Context: an optimization exercise on an open-source flow, tuned for small area, a short achievable clock period and few clock cycles per item. The choices shown serve that exercise and are no tape-out recipe.
At most, simulation tests tie the RTL to the original design; equivalence was not proved.
The RTL of runs 1 to 3 and 7 was laid out without a check of its function.

===== design.v =====
`default_nettype none
package bcaa_pkg;
    localparam int BATT_W     = 10;
    localparam int ANGLE_W    = 16;
    localparam int CFG_IDX_W  = 1;
    localparam int CFG_DATA_W = 10;
endpackage
`default_nettype wire
`default_nettype none
module battery_compensated_angle_from_adc (
    input  wire logic                  clk,
    input  wire logic                  rst_n,
    input  wire logic                  in_valid,
    output logic                       in_ready,
    input  wire logic [7:0]            in_code_byte0,
    input  wire logic [7:0]            in_code_byte1,
    input  wire logic [7:0]            in_code_byte2,
    input  wire logic [bcaa_pkg::BATT_W-1:0]     in_battery_count,
    input  wire logic                  in_zero_request,
    input  wire logic                  cfg_valid,
    output logic                       cfg_ready,
    input  wire logic [bcaa_pkg::CFG_IDX_W-1:0]  cfg_index,
    input  wire logic [bcaa_pkg::CFG_DATA_W-1:0] cfg_data,
    output logic                       out_valid,
    input  wire logic                  out_ready,
    output logic      [bcaa_pkg::ANGLE_W-1:0]    out_angle_q8,
    output logic                       out_denominator_fault,
    output logic                       out_offset_taken
);
    localparam int NSTEP = 9;                 
    logic [1:0] mode_reg;
    logic       mode3_reg;    
    logic [9:0] knee_reg;
    assign cfg_ready = 1'b1;
    always_ff @(posedge clk or negedge rst_n)
        if (!rst_n) begin
            mode_reg  <= 2'd2;
            mode3_reg <= 1'b0;
            knee_reg  <= 10'd796;
        end else if (cfg_valid) begin
            if (cfg_index == 1'b0) begin
                mode_reg  <= cfg_data[1:0];
                mode3_reg <= (cfg_data[1:0] == 2'd3);
            end else begin
                knee_reg  <= cfg_data;
            end
        end
    logic        fs_acc, fs_abs, fs_shift, fs_u, fs_x15, fs_x225;
    logic        n_acc, n_abs, n_shift, n_u, n_x15, n_x225;
    logic        c_zero;      
    logic        c_inv;       
    logic        c_code;      
    logic        c_sh4;       
    logic        k_m1, k_2, k_5120, k_m5120, k_5121;    
    logic [1:0]  fpos;
    logic [29:0] facc;        
    logic [23:0] fden;        
    logic        fge;         
    logic        flo;         
    logic        fzreq;
    logic        fneg;        
    logic        fmge;        
    logic        ftneg;       
    logic        handoff;
    logic [23:0] code_ext;
    logic [23:0] ireg;        
    logic        iv;
    logic [1:0]  apos;        
    logic        consume;
    logic        take;
    logic        m_ge;
    logic [29:0] alu_x;
    logic [29:0] alu_y;
    logic [29:0] alu_k;
    logic [29:0] alu_r;
    logic [22:0] m_val;
    always_comb begin
        if (mode3_reg)
            code_ext = {in_code_byte0, in_code_byte1, in_code_byte2};
        else
            code_ext = {{8{in_code_byte0[7]}}, in_code_byte0, in_code_byte1};
        alu_k = ({30{k_m1}}) | (k_2 ? 30'd2 : 30'd0) | (k_5120 ? 30'd5120 : 30'd0)
              | (k_m5120 ? 30'h3FFFEC00 : 30'd0) | (k_5121 ? 30'd5121 : 30'd0);
        alu_x = (c_zero ? 30'd0 : facc) ^ {30{c_inv}};
        alu_y = (c_code ? {{6{ireg[23]}}, ireg} : 30'd0) | (c_sh4 ? (facc << 4) : 30'd0) | alu_k;
        alu_r = alu_x + alu_y + 30'(c_sh4);
        if (facc[29])
            m_val = '0;
        else if (mode_reg == 2'd3 && (|facc[24:23]))
            m_val = 23'h200000;
        else
            case (mode_reg)
                2'd3:    m_val = facc[24:2];
                2'd2:    m_val = {facc[22:2], 2'b0};
                2'd1:    m_val = {facc[20:2], 4'b0};
                default: m_val = {facc[18:2], 6'b0};
            endcase
        m_ge = (|m_val[22:13]) | (m_val[12] & (m_val[11] | m_val[10]));
    end
    assign consume  = fs_acc && iv;
    assign in_ready = (!iv || consume)
                   && ((apos != 2'd0) || (fs_acc && fpos == 2'd0 && !iv) || (fs_x225 && dcan_load));
    assign take     = in_valid && in_ready;
    always_comb begin
        n_abs   = consume && (fpos == 2'd3);
        n_acc   = (fs_acc && !n_abs) || (fs_x225 && handoff);
        n_shift = fs_abs;
        n_u     = fs_shift;
        n_x15   = fs_u;
        n_x225  = fs_x15 || (fs_x225 && !handoff);
    end
    always_ff @(posedge clk or negedge rst_n)
        if (!rst_n) begin
            fs_acc   <= 1'b1;
            fs_abs   <= 1'b0;
            fs_shift <= 1'b0;
            fs_u     <= 1'b0;
            fs_x15   <= 1'b0;
            fs_x225  <= 1'b0;
            c_zero   <= 1'b1;
            c_inv    <= 1'b0;
            c_code   <= 1'b1;
            c_sh4    <= 1'b0;
            k_m1     <= 1'b0;
            k_2      <= 1'b0;
            k_5120   <= 1'b0;
            k_m5120  <= 1'b0;
            k_5121   <= 1'b0;
            fpos     <= 2'd0;
            apos     <= 2'd0;
            iv       <= 1'b0;
        end else begin
            if (take) begin
                apos <= apos + 2'd1;
                iv   <= 1'b1;
            end else if (consume) begin
                iv   <= 1'b0;
            end
            if (consume)
                fpos <= fpos + 2'd1;
            fs_acc   <= n_acc;
            fs_abs   <= n_abs;
            fs_shift <= n_shift;
            fs_u     <= n_u;
            fs_x15   <= n_x15;
            fs_x225  <= n_x225;
            if (fs_x225 && handoff)
                c_zero <= 1'b1;
            else if (consume)
                c_zero <= 1'b0;
            c_inv   <= (n_abs && alu_r[25]) || (n_u && !fneg && !m_ge) || n_x15 || n_x225;
            c_code  <= n_acc;
            c_sh4   <= n_x15 || n_x225;
            k_m1    <= n_abs && alu_r[25];
            k_2     <= n_abs && !alu_r[25];
            k_5120  <= n_u && fneg;
            k_m5120 <= n_u && !fneg && m_ge;
            k_5121  <= n_u && !fneg && !m_ge;
        end
    always_ff @(posedge clk) begin
        if (take) begin
            ireg <= code_ext;
            if (apos == 2'd0) fden  <= 24'(in_battery_count);
            if (apos == 2'd3) fzreq <= in_zero_request;
        end
        if (consume) begin
            facc <= alu_r;
            fneg <= alu_r[25];
        end
        if (fs_abs || fs_u || fs_x15)
            facc <= alu_r;
        if (fs_abs) begin
            fge  <= (fden[9:0] >= knee_reg);
            flo  <= (fden[9:0] < 10'd59);
            fden <= 24'((19'(fden[9:0]) << 9) - (19'(fden[9:0]) << 7) - 19'(fden[9:0]));
        end
        if (fs_shift) begin
            facc <= 30'(m_val);
            fmge <= m_ge;
            fden <= fge ? 24'd9420800 : ((fden << 5) + fden - 24'd737280);
        end
        if (fs_u)
            ftneg <= fneg | ~fmge;
    end
    logic        dbusy;
    logic [3:0]  dcnt;
    logic [23:0] drem;
    logic [5:0]  dlow;        
    logic [17:0] dquo;        
    logic [23:0] dden;
    logic [25:0] dden3;       
    logic        dtop;        
    logic        dovf;        
    logic        dsgn;
    logic        dzreq;
    logic        dfault;
    logic        rv;
    logic        rovf;
    logic        rsgn;
    logic        rzreq;
    logic        rfault;
    logic        out_valid_reg;
    logic        out_free;
    logic        emit;
    logic        dstep;
    logic        dfinal;
    logic        dcan_load;
    assign out_free  = !out_valid_reg || out_ready;
    assign emit      = rv && out_free;
    assign dstep     = dbusy && !(rv && !out_free);
    assign dfinal    = dbusy && (dcnt == 4'(NSTEP - 1));
    assign dcan_load = !dbusy || (dfinal && dstep);
    assign handoff   = fs_x225 && dcan_load;
    logic [25:0] x4;
    logic [26:0] s1, s2, s3;
    logic        ge1, ge2, ge3;
    logic [23:0] rem_next;
    logic [1:0]  qdig;
    always_comb begin
        x4 = {drem, dlow[5:4]};
        s1 = {1'b0, x4} - {3'b0, dden};
        s2 = {1'b0, x4} - {2'b0, dden, 1'b0};
        s3 = {1'b0, x4} - {1'b0, dden3};
        ge1 = !s1[26];
        ge2 = !s2[26];
        ge3 = !s3[26];
        if (ge3)      rem_next = s3[23:0];
        else if (ge2) rem_next = s2[23:0];
        else if (ge1) rem_next = s1[23:0];
        else          rem_next = x4[23:0];
        qdig = {ge2, ge3 | (ge1 & ~ge2)};
    end
    always_ff @(posedge clk or negedge rst_n)
        if (!rst_n) begin
            dbusy <= 1'b0;
            dcnt  <= '0;
            rv    <= 1'b0;
        end else begin
            if (handoff) begin
                dbusy <= 1'b1;
                dcnt  <= '0;
            end else if (dfinal && dstep) begin
                dbusy <= 1'b0;
            end else if (dstep) begin
                dcnt <= dcnt + 1'b1;
            end
            if (dfinal && dstep)
                rv <= 1'b1;
            else if (emit)
                rv <= 1'b0;
        end
    always_ff @(posedge clk) begin
        if (handoff) begin
            drem   <= alu_r[28:5];
            dlow   <= {alu_r[4:0], 1'b0};
            dtop   <= alu_r[29];
            dden   <= fden;
            dden3  <= (26'(fden) << 1) + 26'(fden);
            dsgn   <= ftneg;
            dzreq  <= fzreq;
            dfault <= !fge && flo;
        end else if (dstep) begin
            if (dcnt == 4'd0)
                dovf <= dtop || (drem >= dden);
            drem <= rem_next;
            dlow <= {dlow[3:0], 2'b0};
        end
        if (dstep)
            dquo <= {dquo[15:0], qdig};
        if (dfinal && dstep) begin
            rovf   <= dovf;
            rsgn   <= dsgn;
            rzreq  <= dzreq;
            rfault <= dfault;
        end
    end
    logic [17:0] q_sat;
    logic        ofs_pos;
    logic [17:0] ofs_mag;
    logic [15:0] angle_reg;
    logic        fault_reg;
    logic        taken_reg;
    assign q_sat = rovf ? 18'h3FFFF : dquo;
    always_ff @(posedge clk or negedge rst_n)
        if (!rst_n) begin
            out_valid_reg <= 1'b0;
            ofs_pos       <= 1'b1;
            ofs_mag       <= '0;
        end else begin
            if (emit)
                out_valid_reg <= 1'b1;
            else if (out_ready)
                out_valid_reg <= 1'b0;
            if (emit && !rfault && rzreq) begin
                ofs_pos <= rsgn;
                if (rsgn)
                    ofs_mag <= q_sat[17] ? 18'd131071 : q_sat;
                else
                    ofs_mag <= (q_sat[17] && (|q_sat[16:0])) ? 18'd131072 : q_sat;
            end
        end
    logic [20:0] ang_s;
    logic [19:0] ang;
    logic [15:0] ang_c;
    always_comb begin
        ang_s = {{2'b0, ofs_mag} ^ {20{~ofs_pos}}, 1'b1} + {{2'b0, q_sat} ^ {20{rsgn}}, (~ofs_pos | rsgn)};
        ang   = ang_s[20:1];
        if (rfault || (!ofs_pos && rsgn) || ang[19])
            ang_c = 16'd0;
        else if (|ang[18:16])
            ang_c = 16'hFFFF;
        else
            ang_c = ang[15:0];
    end
    always_ff @(posedge clk) begin
        if (emit) begin
            angle_reg <= ang_c;
            fault_reg <= rfault;
            taken_reg <= !rfault && rzreq;
        end
    end
    assign out_valid             = out_valid_reg;
    assign out_angle_q8          = angle_reg;
    assign out_denominator_fault = fault_reg;
    assign out_offset_taken      = taken_reg;
endmodule
`default_nettype wire

===== run.sh =====
#!/bin/bash
# synth_recipe.tcl (not shown) runs the flow's synth.tcl, then flattens the netlist and writes it again
# the make line also repeats each setting of config.mk as NAME=value (left out here)
make -C /OpenROAD-flow-scripts/flow DESIGN_CONFIG=/design/flow/config.mk WORK_HOME=/design/flow/orfs CLKGATE_MAP_FILE= SYNTH_SCRIPT=/design/flow/synth_recipe.tcl finish

===== config.mk =====
export PLATFORM = sky130hd
export DESIGN_NAME = battery_compensated_angle_from_adc
export DESIGN_NICKNAME = battery_compensated_angle_from_adc
export VERILOG_FILES = /design/flow/design.v
export SDC_FILE = /design/flow/constraint.sdc
export NUM_CORES = 4
export LEC_CHECK = 0
export CAP_MARGIN = 20
export CORE_MARGIN = 2
export CORE_UTILIZATION = 40
export SETUP_SLACK_MARGIN = 2.5
export SLEW_MARGIN = 20

===== constraint.sdc =====
create_clock -name core_clock -period 7.5 [get_ports {clk}]
set_input_delay 1.5000 -clock core_clock [delete_from_list [all_inputs] [get_ports {clk}]]
set_output_delay 1.5000 -clock core_clock [all_outputs]
set_load 0.01 [all_outputs]

==> flow_metrics.py, run 1 <==
metrics = {
    "synthesis": {
        "async_reset_ff_frac": 0.219,
        "synth_cell_types": 101,
        "ys_top_cells_by_area": "edfxtp_1 28%, ha_1 14%, xnor2_1 6.1%, dfrtp_1 5.6%, a21oi_1 4.0%",
        "yosysTopAreaCell": "edfxtp_1",
        "synth.net_count": 2623,
        "synthFlopType": "edfxtp_1",
        "seq_area_frac_synth": 0.350,
        "netlist.area_leader.share": 0.276,
        "synth_area_per_cell_sq_um": 9.38,
        "synth-warning-count": 1,
        "synth_cells": 2321,
        "mappedNetlistArea_sq_um": 21800,
        "synth_seq_cells": 265,
        "synth_edf_count": 200,
    },
    "floorplan": {
        "die_area_sq_um": 56300,
        "start_util": 0.404,
        "pin_count": 72,
        "core_area_sq_um": 53800,
        "die_h_microns": 237,
        "rows": 85,
        "die_width_microns": 237,
    },
    "grt": {
        "grt_pass1_wl_microns": 90600,
        "first_global_vias": 17000,
        "grt_max_degree": 59,
        "overflow": 0,
        "grtUsageTotal": 0.200,
        "antenna_found_initial": 1,
    },
    "critical_path": {
        "critical_path_arrival_ns": 3.29,
        "cp-end-kind": "output port",
        "path_class": "input pin to output port",
        "path_max_fanout": 25,
        "crit_required_ns": 6.00,
        "crit_path_start_kind": "input pin",
    },
    "cells_and_area": {
        "largestRegisters": "facc x30, dden3 x25",
        "largest_register": "facc",
        "utilization": 0.451,
        "design_area_sq_um": 24300,
        "largest_reg_flops": 30,
        "fill_cells": 5179,
        "nets": 2675,
        "layout_commonest_cell": "ha_1",
        "layout_common_cells": "243 x ha_1, 221 x nand2_1, 200 x edfxtp_1, 172 x a21oi_1, 164 x nor2_1",
        "layout-drive-gt1-share": 0.0659,
        "areaGrowthSynthToFinish_pct": 11.5,
    },
    "sta": {
        "slew_violations": 0,
        "fmax_mhz": 209,
        "setup_viol": 0,
        "fin_skew_ns": 0.0243,
        "tightestPinTransition_ns": 0.997,
        "rsz0062_at_grt": "no",
        "max_slew_margin": 0.331,
        "hold_violations": 0,
        "period_needed_ns": 4.79,
        "period_share": 0.639,
        "setup_tns_ns": 0,
    },
    "clocking": {
        "cts_sinks": 265,
        "clk_path_buf_depth": 3,
        "cts_hold_buf": 0,
        "numCtsBuffers": 34,
        "path_clk_slew_ns": 0.05,
        "cts_tree": "done",
        "h-tree-depth": 2,
        "insertion_delay_ns": 0.54,
        "root_buffer": "clkbuf_16",
    },
    "route": {
        "drt-vias-per-instance": 5.58,
        "drt_iter0_markers": 1312,
        "num_vias": 17300,
        "route.detailed.drc": 0,
        "wl_per_cell_microns": 18.2,
        "drt-total-wl_microns": 56400,
        "dr.pass1.iters": 5,
        "postRouteAntennaNets": 0,
    },
    "min_path": {
        "worstHoldPathType": "flop to flop",
    },
    "run": {
        "maxCapViolations": 0,
    },
    "placed_design": {
        "placedInstanceArea_sq_um": 23200,
        "port_buffers": 70,
        "dp_hpwl_microns": 43100,
        "gp_congestion": 0.920,
    },
    "outcome": {
        "status": "complete, no violations",
    },
}
-- layer usage --
layer,track usage,part of all wire
met2,0.340,0.47
met3,0.0224,0.039
met5,0,0
met4,0.0623,0.028
met1,0.268,0.46
-- worst paths after layout --
kind	endpoint	cells past startpoint	from	slack (ns)
min in group asynchronous	knee_reg[5]	2	rst_n	1.09
setup reg to reg	drem[23]	14	c_inv	3.10
hold / removal	dsgn	0	ftneg	0.42
setup / recovery	in_ready	10	out_ready	2.71
hold reg to reg	dsgn	0	ftneg	0.42
max in group asynchronous	ofs_mag[3]	2	rst_n	5.79
-- area by class of cell --
| cell class | instances | area (sq um) | area share |
|---|---|---|---|
| clock buffers | 44 | 898 | 0.0370 |
| multi-input cells | 1830 | 13300 | 0.549 |
| repair buffers | 90 | 853 | 0.0352 |
| inverters | 152 | 571 | 0.0235 |
| flip-flops and latches | 265 | 7610 | 0.314 |
| diodes | 1 | 2.50 | 0.000103 |
| well taps | 696 | 871 | 0.0359 |
| clock inverters | 18 | 148 | 0.00609 |
-- logic make-up (layout without fill, tap and decap cells) --
family | Yosys count | after routing | share of synthesized area
AOI/OAI and AO/OA | 657 | 657 | 0.202
and+or+nand+nor | 635 | 635 | 0.137
DFF | 265 | 265 | 0.350
adders and majority gates | 251 | 251 | 0.147
buffers and inverters | 226 | 304 | 0.0398
xor gates and xnor gates | 221 | 221 | 0.0893
muxes | 65 | 65 | 0.0351
other | 1 | 2 | 0.000172
-- Yosys cell counts (19+ instances only) --
library cell	count
nor2b_1	33
o211ai_1	22
nor2_1	164
ha_1	243
a21o_1	74
mux2_2	30
nand3_1	36
nand2_1	221
nor3_1	44
clkbuf_1	48
nand2b_1	37
mux2i_1	28
o21a_1	28
xnor2_1	152
o21ai_1	19
xor2_1	68
a31oi_1	25
edfxtp_1	200
o21ai_0	109
a21oi_1	172
dfrtp_1	49
inv_1	150
-- stage by stage --
stage | instances | worst slack [ns] | hold slack, ns
2_1_floorplan | 2321 | 2.87 | 0.381
3_3_place_gp | 3032 | 2.01 | 0.402
3_5_place_dp | 3032 | 1.97 | 0.407
4_1_cts | 3095 | 2.52 | 0.415
5_1_grt | 3095 | 2.51 | 0.425
6_report | 3096 | 2.71 | 0.417
-- worst max-delay path, stage by stage --
cell,delay [ns]
clkdlybuf4s50_1,0.48
nand3b_1,0.13
and2_1,0.18
buf_12,0.18
nand4b_1,0.15
nand2_1,0.11
nand2_1,0.09
a21oi_1,0.14
o21bai_1,0.16
clkbuf_2,0.18
-- what timing repair did --
item / CTS / global route
cloned: 0 / 0
gates resized for setup: 2 / 4
setup endpoints to repair: 1 / 1
pin swaps: 1 / 0
buffers inserted: 1 / 0
==> inputs of run 2 (changes only) <==
--- a/config.mk
+++ b/config.mk
@@ -10,3 +10,3 @@
 export CORE_UTILIZATION = 40
-export SETUP_SLACK_MARGIN = 2.5
+export SETUP_SLACK_MARGIN = 3.0
 export SLEW_MARGIN = 20
==> flow_metrics.py, run 2 <==
metrics = {
    "critical_path": {
        "slowest_stage": "or3_1",
        "path_max_fanout": 4,
        "cpMostUsedCell": "buf_4",
        "path_cells": "buf_6, nand3b_1, and2_4, buf_12, nand4b_1, buf_4, buf_4, buf_4, buf_4, buf_4, buf_4, buf_4, buf_4, buf_4, buf_4, buf_4, buf_4, buf_4, buf_4, buf_4, buf_6, a31o_4, or2_4, or3_1",
        "crit_cells": 24,
        "crit_family": "buffers and inverters",
        "cp-end-kind": "flop",
        "cp_slowest_stage_delay_ns": 0.36,
        "crit_path_start_kind": "input pin",
        "worst-path-buf-inv": 18,
        "critical_path_arrival_ns": 4.87,
        "path_class": "input pin to flop",
        "crit_required_ns": 7.94,
        "ff2ff_path_depth": 16,
    },
    "sta": {
        "hold_violations": 0,
        "fin_skew_ns": 0.0206,
        "period_needed_ns": 4.43,
        "tightestPinTransition_ns": 1.07,
        "slew_violations": 0,
        "setup_ws_ns": 3.07,
        "setup_viol": 0,
        "period_share": 0.590,
        "setup_tns_ns": 0,
        "fmax_mhz": 226,
        "rsz0062_at_grt": "no",
        "max_slew_margin": 0.285,
    },
    "synthesis": {
        "synthFlopType": "edfxtp_1",
        "seq_area_frac_synth": 0.350,
        "mappedNetlistArea_sq_um": 21800,
        "synthTopCellsByCount": "243 x ha_1, 221 x nand2_1, 200 x edfxtp_1, 172 x a21oi_1, 164 x nor2_1",
        "synth-warning-count": 1,
        "ys_top_cells_by_area": "edfxtp_1 28%, ha_1 14%, xnor2_1 6.1%, dfrtp_1 5.6%, a21oi_1 4.0%",
        "synth_cell_types": 101,
        "synth_area_per_cell_sq_um": 9.38,
        "async_reset_ff_frac": 0.219,
        "synth_edf_count": 200,
        "netlist.area_leader.share": 0.276,
        "synth_cells": 2321,
        "synth.net_count": 2623,
        "synth_seq_cells": 265,
        "yosys.cell_count.top_type": "ha_1",
        "yosysTopAreaCell": "edfxtp_1",
    },
    "cells_and_area": {
        "layout-drive-gt1-share": 0.0813,
        "areaGrowthSynthToFinish_pct": 13.1,
        "seqCellArea_sq_um": 7610,
        "layout_common_cells": "243 x ha_1, 219 x nand2_1, 200 x edfxtp_1, 171 x a21oi_1, 164 x nor2_1",
        "largestRegisters": "facc x30, dden3 x25",
        "fill_cells": 5146,
        "antenna_cells": 0,
        "utilization": 0.458,
        "nets": 2700,
        "largest_register": "facc",
        "multi_input_area_sq_um": 13400,
        "layout_commonest_cell": "ha_1",
        "largest_reg_flops": 30,
    },
    "placed_design": {
        "port_buffers": 70,
        "dp_hpwl_microns": 42800,
        "gp_congestion": 0.932,
        "dp_slack_ns": 1.68,
    },
    "outcome": {
        "status": "complete, no violations",
    },
    "route": {
        "num_vias": 17400,
        "drt_iter0_markers": 1260,
        "postRouteAntennaNets": 0,
        "wl_per_cell_microns": 18.3,
        "dr.pass1.iters": 5,
        "drt-total-wl_microns": 57100,
        "route.detailed.drc": 0,
        "drt-vias-per-instance": 5.58,
    },
    "grt": {
        "grt_max_degree": 59,
        "overflow": 0,
        "antenna_found_initial": 0,
        "first_global_vias": 16900,
        "grtUsageTotal": 0.202,
        "grt_pass1_wl_microns": 91100,
    },
    "clocking": {
        "cts_hold_buf": 0,
        "numCtsBuffers": 34,
        "path_clk_slew_ns": 0.06,
        "clk_path_buf_depth": 3,
        "root_buffer": "clkbuf_16",
        "cts_tree": "done",
        "cts_sinks": 265,
        "insertion_delay_ns": 0.56,
        "h-tree-depth": 2,
    },
    "floorplan": {
        "start_util": 0.404,
        "die_area_sq_um": 56300,
        "core_area_sq_um": 53800,
        "rows": 85,
        "die_h_microns": 237,
        "die_width_microns": 237,
        "pin_count": 72,
    },
    "run": {
        "maxCapViolations": 0,
    },
    "min_path": {
        "holdPathStages": 0,
        "worstHoldPathType": "flop to flop",
    },
}
## run 2: cell counts after synthesis
No cell type changed its count.
## run 2: path summary, 6_finish.rpt
kind | from | slack (ns) | endpoint
worst min-delay path | dzreq | 0.42 | rzreq
worst max-delay path | out_ready | 3.07 | c_inv
max in group asynchronous | rst_n | 5.79 | fs_abs
worst min register to register | dzreq | 0.42 | rzreq
min in group asynchronous | rst_n | 1.07 | knee_reg[7]
worst max register to register | c_zero | 3.20 | drem[23]
## run 2: per-stage QoR
| stage | std cells | area (sq um) | hold slack (ns) |
|---|---|---|---|
| final | 3120 | 24600 | 0.422 |
| after global routing | 3120 | 24600 | 0.426 |
| after CTS | 3114 | 24600 | 0.425 |
| after detailed placement | 3030 | 23200 | 0.408 |
| after global placement | 3030 | 23200 | 0.404 |
| after floorplan | 2321 | 21800 | 0.381 |
## run 2: cell type report
type	instances	area share
sequential	265	0.309
timing repair buffer	115	0.0454
tap	696	0.0354
clock inverter	19	0.00803
clock buffer	43	0.0368
inverter	152	0.0232
multi-input combinational	1830	0.542
## run 2: metal layers
layer	share of wire	up-vias	global-route usage
met1	0.45	8280	0.258
met5	0	-	0
met2	0.48	409	0.352
met3	0.042	99	0.0257
met4	0.029	0	0.0705
li1	-	8629	-
## run 2: kinds of logic after synthesis
family,Yosys count,synth area share
other,1,0.000172
flip-flops,265,0.350
XOR/XNOR,221,0.0893
adder cells (fa/ha/maj),251,0.147
AND/OR/NAND/NOR,635,0.137
AO/OA/AOI/OAI,657,0.202
buffers and inverters,226,0.0398
multiplexers,65,0.0351
## run 2: repair_timing
item | 4_1_cts | 5_1_grt
gates resized for setup | 22 | 10
pin swaps | 4 | 4
setup endpoints to repair | 24 | 12
cloned | 2 | 0
setup buffers | 20 | 6
==> inputs of run 3 (changes only) <==
--- a/design.v
+++ b/design.v
@@ -66,4 +66,3 @@
     logic [23:0] ireg;        
-    logic        iv;
-    logic [1:0]  apos;        
+    logic        iv;          
     logic        consume;
@@ -99,6 +98,9 @@
     end
-    assign consume  = fs_acc && iv;
-    assign in_ready = (!iv || consume)
-                   && ((apos != 2'd0) || (fs_acc && fpos == 2'd0 && !iv) || (fs_x225 && dcan_load));
-    assign take     = in_valid && in_ready;
+    logic        take_first;
+    logic        take_last;
+    assign consume    = fs_acc && iv;
+    assign in_ready   = (fs_acc && !(fpos == 2'd3 && iv)) || handoff;
+    assign take       = in_valid && in_ready;
+    assign take_first = (fs_acc && fpos == 2'd0 && !iv) || handoff;
+    assign take_last  = fs_acc && ((fpos == 2'd3 && !iv) || (fpos == 2'd2 && iv));
     always_comb begin
@@ -129,11 +131,5 @@
             fpos     <= 2'd0;
-            apos     <= 2'd0;
             iv       <= 1'b0;
         end else begin
-            if (take) begin
-                apos <= apos + 2'd1;
-                iv   <= 1'b1;
-            end else if (consume) begin
-                iv   <= 1'b0;
-            end
+            iv <= take;
             if (consume)
@@ -160,7 +156,5 @@
     always_ff @(posedge clk) begin
-        if (take) begin
-            ireg <= code_ext;
-            if (apos == 2'd0) fden  <= 24'(in_battery_count);
-            if (apos == 2'd3) fzreq <= in_zero_request;
-        end
+        ireg <= code_ext;
+        if (take && take_first) fden  <= 24'(in_battery_count);
+        if (take && take_last)  fzreq <= in_zero_request;
         if (consume) begin
@@ -197,3 +191,2 @@
     logic        rv;
-    logic        rovf;
     logic        rsgn;
@@ -211,4 +204,6 @@
     assign dfinal    = dbusy && (dcnt == 4'(NSTEP - 1));
-    assign dcan_load = !dbusy || (dfinal && dstep);
+    assign dcan_load = !dbusy || dfinal;
     assign handoff   = fs_x225 && dcan_load;
+    logic        dovf_now;
+    assign dovf_now = (dcnt == 4'd0) ? (dtop || (drem >= dden)) : dovf;
     logic [25:0] x4;
@@ -263,3 +258,3 @@
             if (dcnt == 4'd0)
-                dovf <= dtop || (drem >= dden);
+                dovf <= dovf_now;
             drem <= rem_next;
@@ -268,5 +263,4 @@
         if (dstep)
-            dquo <= {dquo[15:0], qdig};
+            dquo <= {dquo[15:0], (qdig | {2{dovf_now}}) ^ {2{dsgn}}};
         if (dfinal && dstep) begin
-            rovf   <= dovf;
             rsgn   <= dsgn;
@@ -278,3 +272,3 @@
     logic        ofs_pos;
-    logic [17:0] ofs_mag;
+    logic [17:0] ofs_x;
     logic [15:0] angle_reg;
@@ -282,3 +276,3 @@
     logic        taken_reg;
-    assign q_sat = rovf ? 18'h3FFFF : dquo;
+    assign q_sat = dquo ^ {18{rsgn}};
     always_ff @(posedge clk or negedge rst_n)
@@ -287,3 +281,3 @@
             ofs_pos       <= 1'b1;
-            ofs_mag       <= '0;
+            ofs_x         <= '0;
         end else begin
@@ -296,5 +290,5 @@
                 if (rsgn)
-                    ofs_mag <= q_sat[17] ? 18'd131071 : q_sat;
+                    ofs_x <= q_sat[17] ? 18'd131071 : q_sat;
                 else
-                    ofs_mag <= (q_sat[17] && (|q_sat[16:0])) ? 18'd131072 : q_sat;
+                    ofs_x <= ~((q_sat[17] && (|q_sat[16:0])) ? 18'd131072 : q_sat);
             end
@@ -305,3 +299,3 @@
     always_comb begin
-        ang_s = {{2'b0, ofs_mag} ^ {20{~ofs_pos}}, 1'b1} + {{2'b0, q_sat} ^ {20{rsgn}}, (~ofs_pos | rsgn)};
+        ang_s = {{{2{~ofs_pos}}, ofs_x}, 1'b1} + {{{2{rsgn}}, dquo}, (~ofs_pos | rsgn)};
         ang   = ang_s[20:1];
==> flow_metrics.py, run 3 <==
metrics = {
    "outcome": {
        "status": "complete, no violations",
    },
    "clocking": {
        "insertion_delay_ns": 0.56,
        "cts_hold_buf": 0,
        "clk_path_buf_depth": 3,
        "h-tree-depth": 2,
        "root_buffer": "clkbuf_16",
        "path_clk_slew_ns": 0.06,
        "cts_setup_buffers": 0,
        "cts_tree": "done",
        "cts_sinks": 262,
        "numCtsBuffers": 34,
    },
    "synthesis": {
        "yosys.cell_count.top_type": "ha_1",
        "seq_area_frac_synth": 0.340,
        "synth_seq_cells": 262,
        "synthFlopType": "edfxtp_1",
        "synth_area_per_cell_sq_um": 9.26,
        "mappedNetlistArea_sq_um": 21400,
        "synthTopCellsByCount": "242 x ha_1, 223 x nand2_1, 185 x a21oi_1, 175 x edfxtp_1, 154 x nor2_1",
        "netlist.area_leader.share": 0.245,
        "synth.net_count": 2616,
        "synth-warning-count": 1,
        "synth_cells": 2315,
        "synth_edf_count": 175,
        "yosysTopAreaCell": "edfxtp_1",
        "ys_top_cells_by_area": "edfxtp_1 25%, ha_1 14%, dfrtp_1 5.5%, xnor2_1 4.9%, a21oi_1 4.3%",
        "async_reset_ff_frac": 0.214,
        "synth_cell_types": 93,
    },
    "run": {
        "maxCapViolations": 0,
    },
    "route": {
        "drt-vias-per-instance": 5.68,
        "drt_iter0_markers": 1246,
        "dr.pass1.iters": 5,
        "route.detailed.drc": 0,
        "postRouteAntennaNets": 0,
        "drt-total-wl_microns": 58500,
        "wl_per_cell_microns": 18.9,
        "num_vias": 17500,
    },
    "grt": {
        "grt_max_degree": 57,
        "overflow": 0,
        "grtUsageTotal": 0.209,
        "first_global_vias": 17100,
        "grt_pass1_wl_microns": 93300,
        "antenna_found_initial": 0,
    },
    "min_path": {
        "worstHoldPathType": "flop to flop",
    },
    "placed_design": {
        "dp_hpwl_microns": 44700,
        "post-place-cells": 3025,
        "placedInstanceArea_sq_um": 22900,
        "gp_congestion": 0.927,
        "port_buffers": 70,
        "dp_slack_ns": 3.25,
    },
    "floorplan": {
        "die_h_microns": 235,
        "die_area_sq_um": 55400,
        "die_width_microns": 235,
        "pin_count": 72,
        "start_util": 0.406,
        "rows": 84,
        "core_area_sq_um": 52800,
    },
    "sta": {
        "slew_violations": 0,
        "setup_viol": 0,
        "tightestPinTransition_ns": 0.917,
        "period_needed_ns": 4.25,
        "rsz0062_at_grt": "no",
        "max_slew_margin": 0.387,
        "fmax_mhz": 235,
        "period_share": 0.567,
        "setup_tns_ns": 0,
        "hold_violations": 0,
        "holdWs_ns": 0.443,
        "setup_ws_ns": 3.25,
        "fin_skew_ns": 0.0155,
    },
    "critical_path": {
        "path_class": "flop to output port",
        "crit_path_start_kind": "flop",
        "path_max_fanout": 12,
        "cp-end-kind": "output port",
        "critical_path_arrival_ns": 2.75,
        "crit_required_ns": 6.00,
    },
    "cells_and_area": {
        "utilization": 0.455,
        "design_area_sq_um": 24000,
        "fill_cells": 5108,
        "largestRegisters": "facc x30, dden3 x25",
        "layout-drive-gt1-share": 0.0684,
        "nets": 2674,
        "layout_commonest_cell": "ha_1",
        "areaGrowthSynthToFinish_pct": 12.1,
        "layout_common_cells": "242 x ha_1, 223 x nand2_1, 184 x a21oi_1, 175 x edfxtp_1, 154 x nor2_1",
        "largest_reg_flops": 30,
        "stdcell_count": 3088,
        "largest_register": "facc",
    },
}
==> run 3: path summary, 6_finish.rpt <==
kind	start	endpoint	slack, ns	cells past startpoint
worst max-delay path	dcnt[0]	in_ready	3.25	7
worst min-delay path	dzreq	rzreq	0.44	0
min in group asynchronous	rst_n	fs_abs	1.10	2
worst min register to register	dzreq	rzreq	0.44	0
worst max register to register	c_zero	drem[17]	3.33	15
max in group asynchronous	rst_n	dcnt[3]	5.86	2
==> run 3: layout make-up <==
type	instances	area, sq um	share of cell area
multi-input cells	1835	13300	0.554
flip-flops and latches	262	7290	0.303
clock buffers	45	932	0.0388
well taps	688	861	0.0358
repair buffers	91	853	0.0355
inverters	149	559	0.0233
clock inverters	17	221	0.00922
diodes	1	2.50	0.000104
==> run 3: repair_timing <==
item	in CTS	in global routing
gates resized for setup	0	1
endpoints found under the hold margin	0	0
endpoints found under the setup margin	0	3
==> run 3: logic make-up (layout without fill, tap and decap cells) <==
| logic type | after synthesis | count (layout) | share of synthesized area |
|---|---|---|---|
| fa+ha+maj | 250 | 250 | 0.149 |
| buf+inv | 218 | 302 | 0.0392 |
| simple gates | 646 | 646 | 0.144 |
| other cells | 1 | 2 | 0.000175 |
| compound gates | 690 | 690 | 0.216 |
| flops | 262 | 262 | 0.340 |
| xor+xnor | 177 | 177 | 0.0727 |
| mux | 71 | 71 | 0.0387 |
==> run 3: worst max-delay path, stage by stage (launching register included) <==
cell,delay (ns)
dfrtp_1,0.42
inv_1,0.08
ha_1,0.17
nand3b_1,0.20
nand2_1,0.13
nand2_1,0.36
nand2_1,0.26
clkdlybuf4s50_1,0.57
==> run 3: metal layers <==
layer	vias up	wire length, microns	part of all wire	GRT usage
met5	-	0	0	0
met4	0	1780	0.030	0.0693
met3	94	2160	0.037	0.0272
met2	364	27100	0.46	0.345
met1	8390	27400	0.47	0.283
li1	8677	-	-	-
==> inputs of run 4 (changes only) <==
--- a/design.v
+++ b/design.v
@@ -184,3 +184,2 @@
     logic [23:0] dden;
-    logic [25:0] dden3;       
     logic        dtop;        
@@ -210,2 +209,3 @@
     logic [26:0] s1, s2, s3;
+    logic [26:0] c3s, c3c;    
     logic        ge1, ge2, ge3;
@@ -217,3 +217,6 @@
         s2 = {1'b0, x4} - {2'b0, dden, 1'b0};
-        s3 = {1'b0, x4} - {1'b0, dden3};
+        c3s = {1'b0, x4} ^ ~{3'b0, dden} ^ ~{2'b0, dden, 1'b0};
+        c3c = ({1'b0, x4} & ~{3'b0, dden}) | ({1'b0, x4} & ~{2'b0, dden, 1'b0})
+            | (~{3'b0, dden} & ~{2'b0, dden, 1'b0});
+        s3 = 27'(({c3s, 1'b1} + {c3c[25:0], 1'b1, 1'b1}) >> 1);
         ge1 = !s1[26];
@@ -252,3 +255,2 @@
             dden   <= fden;
-            dden3  <= (26'(fden) << 1) + 26'(fden);
             dsgn   <= ftneg;
--- a/config.mk
+++ b/config.mk
@@ -10,3 +10,3 @@
 export CORE_UTILIZATION = 40
-export SETUP_SLACK_MARGIN = 3.0
+export SETUP_SLACK_MARGIN = 3.5
 export SLEW_MARGIN = 20
==> flow_metrics.py, run 4 <==
metrics = {
    "synthesis": {
        "yosysTopAreaCell": "edfxtp_1",
        "synth-warning-count": 1,
        "synthTopCellsByCount": "210 x ha_1, 182 x nand2_1, 169 x a21oi_1, 150 x edfxtp_1, 147 x nor2_1",
        "mappedNetlistArea_sq_um": 19500,
        "synth_area_per_cell_sq_um": 9.40,
        "seq_area_frac_synth": 0.336,
        "synth.net_count": 2360,
        "synthFlopType": "edfxtp_1",
        "ys_top_cells_by_area": "edfxtp_1 23%, ha_1 14%, dfrtp_1 6.0%, xnor2_1 4.8%, a21oi_1 4.3%",
        "synth_cells": 2069,
        "netlist.area_leader.share": 0.232,
        "async_reset_ff_frac": 0.236,
        "synth_seq_cells": 237,
        "synth_edf_count": 150,
        "yosys.cell_count.top_type": "ha_1",
        "synth_cell_types": 89,
    },
    "grt": {
        "grt_pass1_wl_microns": 86400,
        "grt_max_degree": 57,
        "first_global_vias": 15400,
        "grtUsageTotal": 0.216,
        "overflow": 0,
        "antenna_found_initial": 0,
    },
    "cells_and_area": {
        "largest_reg_flops": 30,
        "layout-drive-gt1-share": 0.0815,
        "nets": 2419,
        "largest_register": "facc",
        "antenna_cells": 0,
        "multi_input_area_sq_um": 12300,
        "areaGrowthSynthToFinish_pct": 12.7,
        "design_area_sq_um": 21900,
        "fill_cells": 4622,
        "layout_common_cells": "210 x ha_1, 182 x nand2_1, 169 x a21oi_1, 150 x edfxtp_1, 147 x nor2_1",
        "layout_commonest_cell": "ha_1",
        "seqCellArea_sq_um": 6550,
    },
    "route": {
        "wl_per_cell_microns": 19.8,
        "drt-total-wl_microns": 54700,
        "drt_iter0_markers": 1177,
        "route.detailed.drc": 0,
        "dr.pass1.iters": 5,
        "num_vias": 15900,
        "postRouteAntennaNets": 0,
        "drt-vias-per-instance": 5.74,
    },
    "critical_path": {
        "setup.worst_path.start": "c_zero",
        "cp-end-kind": "flop",
        "crit_required_ns": 7.88,
        "cpMostUsedCell": "fa_2",
        "crit_path_start_kind": "flop",
        "critical_path_arrival_ns": 4.26,
        "path_max_fanout": 5,
        "path_class": "flop to flop",
        "path_cells": "nand2b_1, xnor2_1, fa_2, fa_2, a21o_1, a311oi_2, nor4_1, or3_4, o21ai_4, a211o_4, o21ai_1, xnor2_2, a22o_1, a221oi_2",
        "r2r-start": "c_zero",
        "cp_slowest_stage_delay_ns": 0.63,
        "slowest_stage": "dfstp_4",
    },
    "floorplan": {
        "rows": 80,
        "die_area_sq_um": 50400,
        "core_area_sq_um": 47800,
        "pin_count": 72,
        "die_width_microns": 225,
        "die_h_microns": 225,
        "start_util": 0.407,
    },
    "placed_design": {
        "dp_hpwl_microns": 41300,
        "port_buffers": 70,
        "placedInstanceArea_sq_um": 20700,
        "gp_congestion": 0.894,
    },
    "sta": {
        "max_slew_margin": 0.250,
        "setup_tns_ns": 0,
        "slew_violations": 0,
        "period_share": 0.518,
        "fmax_mhz": 257,
        "hold_violations": 0,
        "tightestPinTransition_ns": 1.12,
        "fin_skew_ns": 0.0139,
        "setup_viol": 0,
        "period_needed_ns": 3.89,
        "rsz0062_at_grt": "no",
    },
    "clocking": {
        "insertion_delay_ns": 0.55,
        "clk_path_buf_depth": 3,
        "cts_hold_buf": 0,
        "h-tree-depth": 1,
        "cts_sinks": 237,
        "path_clk_slew_ns": 0.06,
        "root_buffer": "clkbuf_16",
        "cts_tree": "done",
        "numCtsBuffers": 27,
    },
    "outcome": {
        "status": "complete, no violations",
    },
    "min_path": {
        "worstHoldPathType": "flop to flop",
        "min_from": "dzreq",
    },
    "run": {
        "maxCapViolations": 0,
    },
}
## run 4: final timing paths
kind,endpoint,slack [ns],cells past startpoint
worst min-delay path,rzreq,0.42,0
max in group asynchronous,c_sh4,5.84,2
worst max-delay path,drem[23],3.61,14
min in group asynchronous,fs_x15,1.11,2
worst max register to register,drem[23],3.61,14
worst min register to register,rzreq,0.42,0
## run 4: area by class of cell
class	count	area share
multi-input cells	1654	0.562
flip-flops and latches	237	0.299
repair buffers	91	0.0414
clock buffers	35	0.0365
well taps	615	0.0351
inverters	117	0.0200
clock inverters	14	0.00657
## run 4: metrics by stage
stage	util	hold WS [ns]	cells	setup slack [ns]
2_1_floorplan	-	0.396	2069	3.60
3_3_place_gp	0.433	0.403	2702	3.23
3_5_place_dp	0.433	0.409	2702	3.18
4_1_cts	0.455	0.424	2756	3.51
5_1_grt	0.458	0.433	2763	3.46
6_report	0.458	0.422	2763	3.61
## run 4: critical path, delay by kind of cell, from the launching register on
| family | cells | cell delay, ns |
|---|---|---|
| compound gates | 7 | 1.40 |
| simple gates | 3 | 0.68 |
| xor+xnor | 2 | 0.24 |
| fa+ha+maj | 2 | 0.75 |
| flops | 1 | 0.63 |
## run 4: repair_timing
item	CTS	global route
setup buffers	4	7
setup endpoints to repair	23	41
pin swaps	3	10
cloned	1	0
gates resized for setup	11	20
## run 4: kinds of logic after synthesis
| logic type | count (synthesis) | synth area share |
|---|---|---|
| compound gates | 584 | 0.196 |
| fa+ha+maj | 240 | 0.166 |
| mux | 72 | 0.0443 |
| simple gates | 588 | 0.145 |
| buf+inv | 179 | 0.0367 |
| other cells | 1 | 0.000193 |
| xor+xnor | 168 | 0.0756 |
| flops | 237 | 0.336 |
## run 4: per-layer routing
layer,global-route usage,part of all wire
met1,0.306,0.47
met3,0.0266,0.050
met2,0.342,0.45
met5,0,0
met4,0.0724,0.036
Testbench counts of run 4, summed over its fixed seeds: cycles 14,496, items 1,600.
==> inputs of run 5 (changes only) <==
--- a/config.mk
+++ b/config.mk
@@ -10,3 +10,3 @@
 export CORE_UTILIZATION = 40
-export SETUP_SLACK_MARGIN = 3.5
+export SETUP_SLACK_MARGIN = 4.0
 export SLEW_MARGIN = 20
==> flow_metrics.py, run 5 <==
metrics = {
    "clocking": {
        "numCtsBuffers": 28,
        "path_clk_slew_ns": 0.06,
        "cts_hold_buf": 0,
        "insertion_delay_ns": 0.58,
        "root_buffer": "clkbuf_16",
        "clk_path_buf_depth": 3,
        "h-tree-depth": 1,
        "cts_tree": "done",
        "cts_sinks": 237,
    },
    "route": {
        "drt_iter0_markers": 1088,
        "drt-vias-per-instance": 5.76,
        "wl_per_cell_microns": 20.3,
        "dr.pass1.iters": 5,
        "num_vias": 16500,
        "postRouteAntennaNets": 0,
        "route.detailed.drc": 0,
        "drt-total-wl_microns": 58100,
    },
    "synthesis": {
        "netlist.area_leader.share": 0.232,
        "async_reset_ff_frac": 0.236,
        "synth-warning-count": 1,
        "yosysTopAreaCell": "edfxtp_1",
        "mappedNetlistArea_sq_um": 19500,
        "synthTopCellsByCount": "210 x ha_1, 182 x nand2_1, 169 x a21oi_1, 150 x edfxtp_1, 147 x nor2_1",
        "synth_area_per_cell_sq_um": 9.40,
        "seq_area_frac_synth": 0.336,
        "synth_seq_cells": 237,
        "synth_cells": 2069,
        "synth_cell_types": 89,
        "yosys.cell_count.top_type": "ha_1",
        "synthFlopType": "edfxtp_1",
        "synth_edf_count": 150,
        "synth.net_count": 2360,
        "ys_top_cells_by_area": "edfxtp_1 23%, ha_1 14%, dfrtp_1 6.0%, xnor2_1 4.8%, a21oi_1 4.3%",
    },
    "min_path": {
        "worstHoldPathType": "flop to flop",
    },
    "critical_path": {
        "worst-path-buf-inv": 1,
        "path_max_fanout": 4,
        "crit_path_start_kind": "flop",
        "cp_slowest_stage_delay_ns": 0.64,
        "slowest_stage": "dfstp_4",
        "cpMostUsedCell": "fa_2",
        "path_cells": "nand2b_4, xnor2_2, fa_2, fa_2, a21o_1, a311oi_4, nor4_2, or3_4, o21ai_4, a211o_4, buf_6, xnor2_4, a22oi_1, o21ai_1",
        "critical_path_arrival_ns": 4.00,
        "crit_required_ns": 7.80,
        "path_class": "flop to flop",
        "cp-end-kind": "flop",
        "crit_family": "compound AO/OA/AOI/OAI gates",
    },
    "floorplan": {
        "start_util": 0.407,
        "core_area_sq_um": 47800,
        "die_width_microns": 225,
        "rows": 80,
        "die_h_microns": 225,
        "die_area_sq_um": 50400,
        "pin_count": 72,
    },
    "placed_design": {
        "placedInstanceArea_sq_um": 20800,
        "dp_slack_ns": 3.21,
        "gp_congestion": 0.913,
        "port_buffers": 70,
        "post-place-cells": 2706,
        "dp_hpwl_microns": 41300,
    },
    "grt": {
        "grtUsageTotal": 0.220,
        "grt_pass1_wl_microns": 87700,
        "first_global_vias": 15900,
        "antenna_found_initial": 1,
        "overflow": 0,
        "grt_max_degree": 57,
    },
    "cells_and_area": {
        "design_area_sq_um": 23300,
        "layout-drive-gt1-share": 0.167,
        "layout_commonest_cell": "ha_1",
        "largest_reg_flops": 30,
        "stdcell_count": 2862,
        "layout_common_cells": "203 x ha_1, 175 x nand2_1, 154 x a21oi_1, 150 x edfxtp_1, 140 x nor2_1",
        "largest_register": "facc",
        "areaGrowthSynthToFinish_pct": 19.8,
        "nets": 2516,
        "antenna_cells": 0,
        "utilization": 0.487,
    },
    "sta": {
        "period_needed_ns": 3.70,
        "fin_skew_ns": 0.0191,
        "holdWs_ns": 0.424,
        "max_slew_margin": 0.306,
        "slew_violations": 0,
        "rsz0062_at_grt": "yes",
        "tightestPinTransition_ns": 1.04,
        "hold_violations": 0,
        "setup_ws_ns": 3.80,
        "period_share": 0.493,
        "setup_viol": 0,
        "setup_tns_ns": 0,
        "fmax_mhz": 271,
    },
    "outcome": {
        "status": "complete, no violations",
    },
    "run": {
        "maxCapViolations": 0,
    },
}
==> run 5: worst paths after layout <==
| path | from | endpoint | slack, ns | cells past startpoint |
|---|---|---|---|---|
| max | c_zero | drem[19] | 3.80 | 14 |
| min | dfault | rfault | 0.42 | 0 |
| max reg2reg | c_zero | drem[19] | 3.80 | 14 |
| min reg2reg | dfault | rfault | 0.42 | 0 |
| max in group asynchronous | rst_n | k_m1 | 5.86 | 2 |
| min in group asynchronous | rst_n | knee_reg[6] | 1.08 | 2 |
==> run 5: metal layers <==
layer | track usage | wire length, microns | vias up
met5 | 0 | 11 | -
met4 | 0.0833 | 2780 | 2
met3 | 0.0347 | 3530 | 111
met2 | 0.362 | 26800 | 507
met1 | 0.293 | 25000 | 7963
li1 | - | - | 7893
==> run 5: worst register-to-register path, stage by stage (launching register included) <==
cell and delay (ns):
dfstp_4 0.64, nand2b_4 0.13, xnor2_2 0.07, fa_2 0.36
fa_2 0.35, a21o_1 0.22, a311oi_4 0.33, nor4_2 0.08
or3_4 0.37, o21ai_4 0.18, a211o_4 0.20, buf_6 0.12
xnor2_4 0.06, a22oi_1 0.21, o21ai_1 0.11
==> run 5: timing repair <==
action	CTS	global route
endpoints found under the setup margin	65	72
pin swaps	21	45
buffers inserted	34	64
gates cloned	2	4
resized for setup	84	105
==> run 5: cell type report <==
type                            instances  area [sq um]
Sequential cell                       237          6550
Clock buffer                           36           761
Fill cell                            4443         24500
Clock inverter                         16           148
Tap cell                              615           769
Inverter                              117           442
Timing Repair Buffer                  186          1720
Multi-Input combinational cell       1655         12900
==> run 5: logic make-up (layout without fill, tap and decap cells) <==
family / Yosys count / after routing / synth area share
fa+ha+maj: 240 / 240 / 0.166
other cells: 1 / 1 / 0.000193
simple gates: 588 / 588 / 0.145
xor+xnor: 168 / 168 / 0.0756
flops: 237 / 237 / 0.336
buf+inv: 179 / 355 / 0.0367
compound gates: 584 / 586 / 0.196
mux: 72 / 72 / 0.0443
==> inputs of run 6 (changes only) <==
--- a/config.mk
+++ b/config.mk
@@ -10,3 +10,3 @@
 export CORE_UTILIZATION = 40
-export SETUP_SLACK_MARGIN = 4.0
+export SETUP_SLACK_MARGIN = 3.0
 export SLEW_MARGIN = 20
==> flow_metrics.py, run 6 <==
metrics = {
    "cells_and_area": {
        "nets": 2408,
        "largest_reg_flops": 30,
        "largest_register": "facc",
        "layout-drive-gt1-share": 0.0702,
        "layout_common_cells": "210 x ha_1, 182 x nand2_1, 169 x a21oi_1, 150 x edfxtp_1, 147 x nor2_1",
        "areaGrowthSynthToFinish_pct": 11.5,
        "layout_commonest_cell": "ha_1",
        "fill_cells": 4637,
        "antenna_cells": 0,
    },
    "floorplan": {
        "rows": 80,
        "die_width_microns": 225,
        "start_util": 0.407,
        "die_area_sq_um": 50400,
        "core_area_sq_um": 47800,
        "pin_count": 72,
        "die_h_microns": 225,
    },
    "route": {
        "dr.pass1.iters": 5,
        "route.detailed.drc": 0,
        "drt_iter0_markers": 1193,
        "drt-vias-per-instance": 5.73,
        "num_vias": 15800,
        "wl_per_cell_microns": 19.7,
        "drt-total-wl_microns": 54300,
        "postRouteAntennaNets": 0,
    },
    "sta": {
        "period_needed_ns": 4.30,
        "max_slew_margin": 0.254,
        "tightestPinTransition_ns": 1.11,
        "fmax_mhz": 233,
        "fin_skew_ns": 0.0128,
        "rsz0062_at_grt": "no",
        "hold_violations": 0,
        "setup_tns_ns": 0,
        "period_share": 0.573,
        "holdWs_ns": 0.421,
        "setup_viol": 0,
        "slew_violations": 0,
    },
    "grt": {
        "antenna_found_initial": 0,
        "grtUsageTotal": 0.214,
        "first_global_vias": 15300,
        "grt_pass1_wl_microns": 85800,
        "grt_max_degree": 57,
        "overflow": 0,
    },
    "synthesis": {
        "seq_area_frac_synth": 0.336,
        "async_reset_ff_frac": 0.236,
        "synth_cell_types": 89,
        "synth_cells": 2069,
        "yosys.cell_count.top_type": "ha_1",
        "synth-warning-count": 1,
        "synthTopCellsByCount": "210 x ha_1, 182 x nand2_1, 169 x a21oi_1, 150 x edfxtp_1, 147 x nor2_1",
        "synth.net_count": 2360,
        "synth_seq_cells": 237,
        "synth_edf_count": 150,
        "synthFlopType": "edfxtp_1",
        "mappedNetlistArea_sq_um": 19500,
        "synth_area_per_cell_sq_um": 9.40,
        "yosysTopAreaCell": "edfxtp_1",
        "netlist.area_leader.share": 0.232,
        "ys_top_cells_by_area": "edfxtp_1 23%, ha_1 14%, dfrtp_1 6.0%, xnor2_1 4.8%, a21oi_1 4.3%",
    },
    "critical_path": {
        "path_max_fanout": 35,
        "crit_required_ns": 6.00,
        "cp-end-kind": "output port",
        "setup.worst_path.start": "dcnt[0]",
        "path_class": "flop to output port",
        "critical_path_arrival_ns": 2.80,
        "ff2ff_path_depth": 14,
        "rrSetupSlack_ns": 3.25,
        "crit_path_start_kind": "flop",
        "r2r-start": "c_zero",
        "r2r_end": "drem[23]",
    },
    "clocking": {
        "numCtsBuffers": 27,
        "cts_sinks": 237,
        "path_clk_slew_ns": 0.06,
        "cts_setup_buffers": 0,
        "root_buffer": "clkbuf_16",
        "post_cts_resized": 0,
        "cts_hold_buf": 0,
        "insertion_delay_ns": 0.55,
        "cts_tree": "done",
        "clk_path_buf_depth": 3,
        "h-tree-depth": 1,
    },
    "placed_design": {
        "dp_hpwl_microns": 41300,
        "port_buffers": 70,
        "gp_congestion": 0.894,
    },
    "min_path": {
        "min_from": "dzreq",
        "worstHoldPathType": "flop to flop",
        "holdPathStages": 0,
        "min_to": "rzreq",
    },
    "run": {
        "maxCapViolations": 0,
    },
    "outcome": {
        "status": "complete, no violations",
    },
}
-- run 6: cell counts after synthesis --
Identical to the previous run, type by type.
-- run 6: critical path, cell delays in order, from the launching register on --
cell	delay, ns
dfrtp_1	0.41
inv_1	0.06
ha_1	0.20
nand3b_1	0.27
nand2_1	0.09
nand2_1	0.08
buf_4	0.40
nand2_1	0.16
clkdlybuf4s50_1	0.55
-- run 6: layer usage --
layer	vias up	global-route usage	share of wire
li1	7661	-	-
met1	7596	0.307	0.47
met2	431	0.342	0.45
met3	81	0.0218	0.050
met4	0	0.0628	0.032
met5	-	0	0
-- run 6: worst max path at each step --
stage / to / slack, ns
3_3_place_gp: drem[21] / 3.23
4_1_cts: drem[21] / 3.12
6_report: in_ready / 3.20
5_1_grt: in_ready / 3.04
3_5_place_dp: drem[21] / 3.18
2_1_floorplan: drem[23] / 3.60
-- run 6: final cells by class --
type	count	area, sq um	area share
clock buffers	35	800	0.0369
flip-flops and latches	237	6540	0.302
multi-input cells	1654	12200	0.564
clock inverters	14	144	0.00663
well taps	615	769	0.0355
inverters	117	439	0.0202
repair buffers	80	771	0.0355
-- run 6: cell families after synthesis --
family | Yosys count | synth area share
adders and majority gates | 240 | 0.166
other | 1 | 0.000193
xor gates and xnor gates | 168 | 0.0756
and+or+nand+nor | 588 | 0.145
DFF | 237 | 0.336
muxes | 72 | 0.0443
AOI/OAI and AO/OA | 584 | 0.196
buffers and inverters | 179 | 0.0367
-- run 6: through the flow --
stage               worst slack (ns)  std cells  area [sq um]   util
floorplan                       3.60       2069         19500      -
global placement                3.23       2702         20700  0.433
detailed placement              3.18       2702         20700  0.433
CTS                             3.12       2751         21700  0.453
global route                    3.04       2752         21700  0.453
finish                          3.20       2752         21700  0.453
==> inputs of run 7 (changes only) <==
--- a/design.v
+++ b/design.v
@@ -47,6 +47,7 @@
         end
-    logic        fs_acc, fs_abs, fs_shift, fs_u, fs_x15, fs_x225;
+    logic        fs_clr, fs_acc, fs_abs, fs_shift, fs_u, fs_x15, fs_x225;
     logic        n_acc, n_abs, n_shift, n_u, n_x15, n_x225;
-    logic        c_zero;      
-    logic        c_inv;       
+    logic        c_inv_lo;    
+    logic        c_inv_hi;
+    logic        in_ready_q;
     logic        c_code;      
@@ -82,3 +83,3 @@
               | (k_m5120 ? 30'h3FFFEC00 : 30'd0) | (k_5121 ? 30'd5121 : 30'd0);
-        alu_x = (c_zero ? 30'd0 : facc) ^ {30{c_inv}};
+        alu_x = facc ^ {{15{c_inv_hi}}, {15{c_inv_lo}}};
         alu_y = (c_code ? {{6{ireg[23]}}, ireg} : 30'd0) | (c_sh4 ? (facc << 4) : 30'd0) | alu_k;
@@ -101,3 +102,3 @@
     assign consume    = fs_acc && iv;
-    assign in_ready   = (fs_acc && !(fpos == 2'd3 && iv)) || handoff;
+    assign in_ready   = in_ready_q;      
     assign take       = in_valid && in_ready;
@@ -107,3 +108,3 @@
         n_abs   = consume && (fpos == 2'd3);
-        n_acc   = (fs_acc && !n_abs) || (fs_x225 && handoff);
+        n_acc   = fs_clr || (fs_acc && !n_abs) || (fs_x225 && handoff);
         n_shift = fs_abs;
@@ -115,3 +116,4 @@
         if (!rst_n) begin
-            fs_acc   <= 1'b1;
+            fs_clr   <= 1'b1;
+            fs_acc   <= 1'b0;
             fs_abs   <= 1'b0;
@@ -121,4 +123,5 @@
             fs_x225  <= 1'b0;
-            c_zero   <= 1'b1;
-            c_inv    <= 1'b0;
+            c_inv_lo <= 1'b0;
+            c_inv_hi <= 1'b0;
+            in_ready_q <= 1'b0;
             c_code   <= 1'b1;
@@ -134,4 +137,4 @@
             iv <= take;
-            if (consume)
-                fpos <= fpos + 2'd1;
+            fpos <= fpos_n;
+            fs_clr   <= 1'b0;
             fs_acc   <= n_acc;
@@ -142,7 +145,5 @@
             fs_x225  <= n_x225;
-            if (fs_x225 && handoff)
-                c_zero <= 1'b1;
-            else if (consume)
-                c_zero <= 1'b0;
-            c_inv   <= (n_abs && alu_r[25]) || (n_u && !fneg && !m_ge) || n_x15 || n_x225;
+            c_inv_lo <= (n_abs && alu_r[25]) || (n_u && !fneg && !m_ge) || n_x15 || n_x225;
+            c_inv_hi <= (n_abs && alu_r[25]) || (n_u && !fneg && !m_ge) || n_x15 || n_x225;
+            in_ready_q <= (n_acc && !(fpos_n == 2'd3 && take)) || (n_x225 && (!dbusy_n || dfinal_n));
             c_code  <= n_acc;
@@ -165,2 +166,4 @@
             facc <= alu_r;
+        if (fs_clr || handoff)
+            facc <= '0;
         if (fs_abs) begin
@@ -184,3 +187,2 @@
     logic [23:0] dden;
-    logic        dtop;        
     logic        dovf;        
@@ -205,4 +207,22 @@
     assign handoff   = fs_x225 && dcan_load;
+    logic        dbusy_n;
+    logic [3:0]  dcnt_n;
+    logic        dfinal_n;
+    logic [1:0]  fpos_n;
+    always_comb begin
+        dbusy_n = dbusy;
+        dcnt_n  = dcnt;
+        if (handoff) begin
+            dbusy_n = 1'b1;
+            dcnt_n  = '0;
+        end else if (dfinal && dstep) begin
+            dbusy_n = 1'b0;
+        end else if (dstep) begin
+            dcnt_n  = dcnt + 1'b1;
+        end
+        dfinal_n = dbusy_n && (dcnt_n == 4'(NSTEP - 1));
+        fpos_n   = fpos + 2'(consume);
+    end
     logic        dovf_now;
-    assign dovf_now = (dcnt == 4'd0) ? (dtop || (drem >= dden)) : dovf;
+    assign dovf_now = (dcnt == 4'd0) ? (drem >= dden) : dovf;
     logic [25:0] x4;
@@ -236,10 +256,4 @@
         end else begin
-            if (handoff) begin
-                dbusy <= 1'b1;
-                dcnt  <= '0;
-            end else if (dfinal && dstep) begin
-                dbusy <= 1'b0;
-            end else if (dstep) begin
-                dcnt <= dcnt + 1'b1;
-            end
+            dbusy <= dbusy_n;
+            dcnt  <= dcnt_n;
             if (dfinal && dstep)
@@ -253,3 +267,2 @@
             dlow   <= {alu_r[4:0], 1'b0};
-            dtop   <= alu_r[29];
             dden   <= fden;
--- a/config.mk
+++ b/config.mk
@@ -10,3 +10,3 @@
 export CORE_UTILIZATION = 40
-export SETUP_SLACK_MARGIN = 3.0
+export SETUP_SLACK_MARGIN = 3.5
 export SLEW_MARGIN = 20
==> flow_metrics.py, run 7 <==
metrics = {
    "outcome": {
        "status": "complete, no violations",
    },
    "synthesis": {
        "synth_cells": 2081,
        "synth-warning-count": 1,
        "async_reset_ff_frac": 0.244,
        "mappedNetlistArea_sq_um": 19500,
        "synth_area_per_cell_sq_um": 9.36,
        "synth.net_count": 2370,
        "yosys.cell_count.top_type": "ha_1",
        "seq_area_frac_synth": 0.337,
        "synth_cell_types": 84,
        "synthTopCellsByCount": "208 x ha_1, 204 x a21oi_1, 174 x nand2_1, 149 x edfxtp_1, 141 x nor2_1",
        "netlist.area_leader.share": 0.230,
    },
    "critical_path": {
        "cp-end-kind": "flop",
        "path_max_fanout": 5,
        "critical_path_arrival_ns": 4.14,
        "slowest_stage": "edfxtp_1",
        "crit_path_start_kind": "flop",
    },
    "route": {
        "drt-total-wl_microns": 54600,
        "drt-vias-per-instance": 5.77,
        "wl_per_cell_microns": 19.6,
        "num_vias": 16100,
        "postRouteAntennaNets": 0,
    },
    "cells_and_area": {
        "areaGrowthSynthToFinish_pct": 12.9,
        "layout-drive-gt1-share": 0.0810,
        "largest_reg_flops": 30,
        "nets": 2438,
        "design_area_sq_um": 22000,
        "fill_cells": 4583,
        "largest_register": "facc",
    },
    "placed_design": {
        "placedInstanceArea_sq_um": 20800,
        "post-place-cells": 2720,
        "dp_hpwl_microns": 41300,
        "port_buffers": 70,
        "gp_congestion": 0.918,
    },
    "sta": {
        "setup_viol": 0,
        "fmax_mhz": 261,
        "hold_violations": 0,
        "max_slew_margin": 0.226,
        "setup_tns_ns": 0,
        "period_share": 0.511,
        "slew_violations": 0,
        "tightestPinTransition_ns": 1.15,
        "rsz0062_at_grt": "no",
        "period_needed_ns": 3.84,
        "fin_skew_ns": 0.0175,
    },
    "floorplan": {
        "die_width_microns": 225,
        "start_util": 0.406,
        "die_h_microns": 225,
        "die_area_sq_um": 50500,
        "rows": 80,
    },
    "run": {
        "maxCapViolations": 0,
    },
    "clocking": {
        "clk_path_buf_depth": 3,
        "root_buffer": "clkbuf_16",
        "h-tree-depth": 1,
        "path_clk_slew_ns": 0.06,
        "insertion_delay_ns": 0.58,
        "numCtsBuffers": 29,
        "cts_hold_buf": 0,
        "cts_tree": "done",
    },
    "grt": {
        "grt_max_degree": 61,
        "overflow": 0,
        "first_global_vias": 15800,
        "grt_pass1_wl_microns": 87100,
    },
}
## run 7: cell types whose count changed after synthesis, sizes merged, moves of 12 or more
cell	before	now
a21oi	173	204
a22o	1	16
buf	23	9
mux2	32	44
nand2b	59	33
nor2b	33	21
o21ai	132	106
xnor2	107	71
xor2	61	95
## run 7: kinds of logic (layout without fill, tap and decap cells)
kind of cell,count (synthesis),after routing,synth area share
compound gates,637,637,0.212
simple gates,546,548,0.135
fa+ha+maj,238,238,0.164
flops,238,238,0.337
buf+inv,177,266,0.0344
xor+xnor,166,166,0.0746
mux,77,77,0.0424
other cells,2,2,0.000386
## run 7: metal layers
| metal | vias to the layer above | routed length [microns] | part of all wire | GRT usage |
|---|---|---|---|---|
| met5 | - | 0 | 0 | 0 |
| met4 | 0 | 1570 | 0.029 | 0.0577 |
| met3 | 89 | 2510 | 0.046 | 0.0218 |
| met2 | 436 | 25500 | 0.47 | 0.364 |
| met1 | 7706 | 25100 | 0.46 | 0.297 |
| li1 | 7844 | - | - | - |
## run 7: timing repair
| action | 4_1_cts | 5_1_grt |
|---|---|---|
| cloned | 1 | 1 |
| endpoints found under the setup margin | 55 | 46 |
| setup buffers | 0 | 10 |
| pin swaps | 1 | 4 |
| resized for setup | 10 | 20 |
## run 7: worst paths after layout
| path | start | endpoint | slack (ns) | cells past startpoint |
|---|---|---|---|---|
| hold / removal | fzreq | dzreq | 0.42 | 0 |
| setup reg to reg | dden[1] | drem[21] | 3.66 | 16 |
| min in group asynchronous | rst_n | ofs_x[16] | 1.11 | 2 |
| setup / recovery | dden[1] | drem[21] | 3.66 | 16 |
| max in group asynchronous | rst_n | k_m1 | 5.82 | 2 |
| hold reg to reg | fzreq | dzreq | 0.42 | 0 |
## run 7: final cells by class
cell class | instances | area (sq um) | share of cell area
clock buffer | 48 | 908 | 0.0413
inverter | 119 | 447 | 0.0203
timing repair buffer | 93 | 892 | 0.0406
tap | 615 | 769 | 0.0350
clock inverter | 6 | 36.3 | 0.00165
multi-input combinational | 1668 | 12400 | 0.563
sequential | 238 | 6560 | 0.298
## run 7: through the flow
step / hold WS [ns] / setup slack (ns) / utilization
after floorplan: 0.395 / 3.60 / -
after global placement: 0.403 / 3.15 / 0.435
after detailed placement: 0.407 / 3.08 / 0.435
after CTS: 0.423 / 3.43 / 0.455
after global routing: 0.424 / 3.47 / 0.459
final: 0.421 / 3.66 / 0.459
## run 7: critical path: cells and delay by family, from the launching register on
family | cells | cell delay [ns]
AOI/OAI and AO/OA | 8 | 1.42
xor gates and xnor gates | 1 | 0.16
buffers and inverters | 4 | 0.51
DFF | 1 | 0.45
adders and majority gates | 3 | 1.02

[static timing again, ports no longer ideal]
Ports are ideal in the flow. The routed layouts listed here were re-timed in OpenROAD.
Step 1 assumes that a clkbuf_16 drives the clock port and a buf_2 every other input.
Step 2 adds t to the input delays and takes it off the output delays; t is the mean of the earliest and latest rising clock arrival at the registers after step 1. Input paths then give back, and output paths get back, about the clock's delay inside the block.
Slacks: ideal / step 1 / step 2; pairs: ideal / step 1.
| run | t (ns) | setup slack, ns | worst setup path at the end | worst register clock-pin slew, ns | pins driven straight from the clock port |
|---|---|---|---|---|---|
| run 1 | 0.594 | 2.708 / 2.686 / 2.392 | input to register | 0.07 / 0.07 | 1 |
| run 2 | 0.611 | 3.072 / 3.064 / 2.486 | input to register | 0.06 / 0.06 | 1 |
| run 3 | 0.609 | 3.249 / 3.193 / 3.327 | register to register | 0.06 / 0.06 | 1 |
| run 4 | 0.604 | 3.613 / 3.613 / 3.613 | register to register | 0.07 / 0.07 | 1 |
| run 5 | 0.622 | 3.804 / 3.804 / 3.804 | register to register | 0.07 / 0.07 | 1 |
| run 6 | 0.604 | 3.200 / 3.141 / 3.247 | register to register | 0.07 / 0.07 | 1 |
| run 7 | 0.623 | 3.664 / 3.664 / 3.309 | input to register | 0.07 / 0.07 | 1 |
After both steps setup and hold are still met in every run listed. For run 2, which loses most, drivers alone change the setup slack by -0.008 ns; drivers and shift together by -0.586 ns.
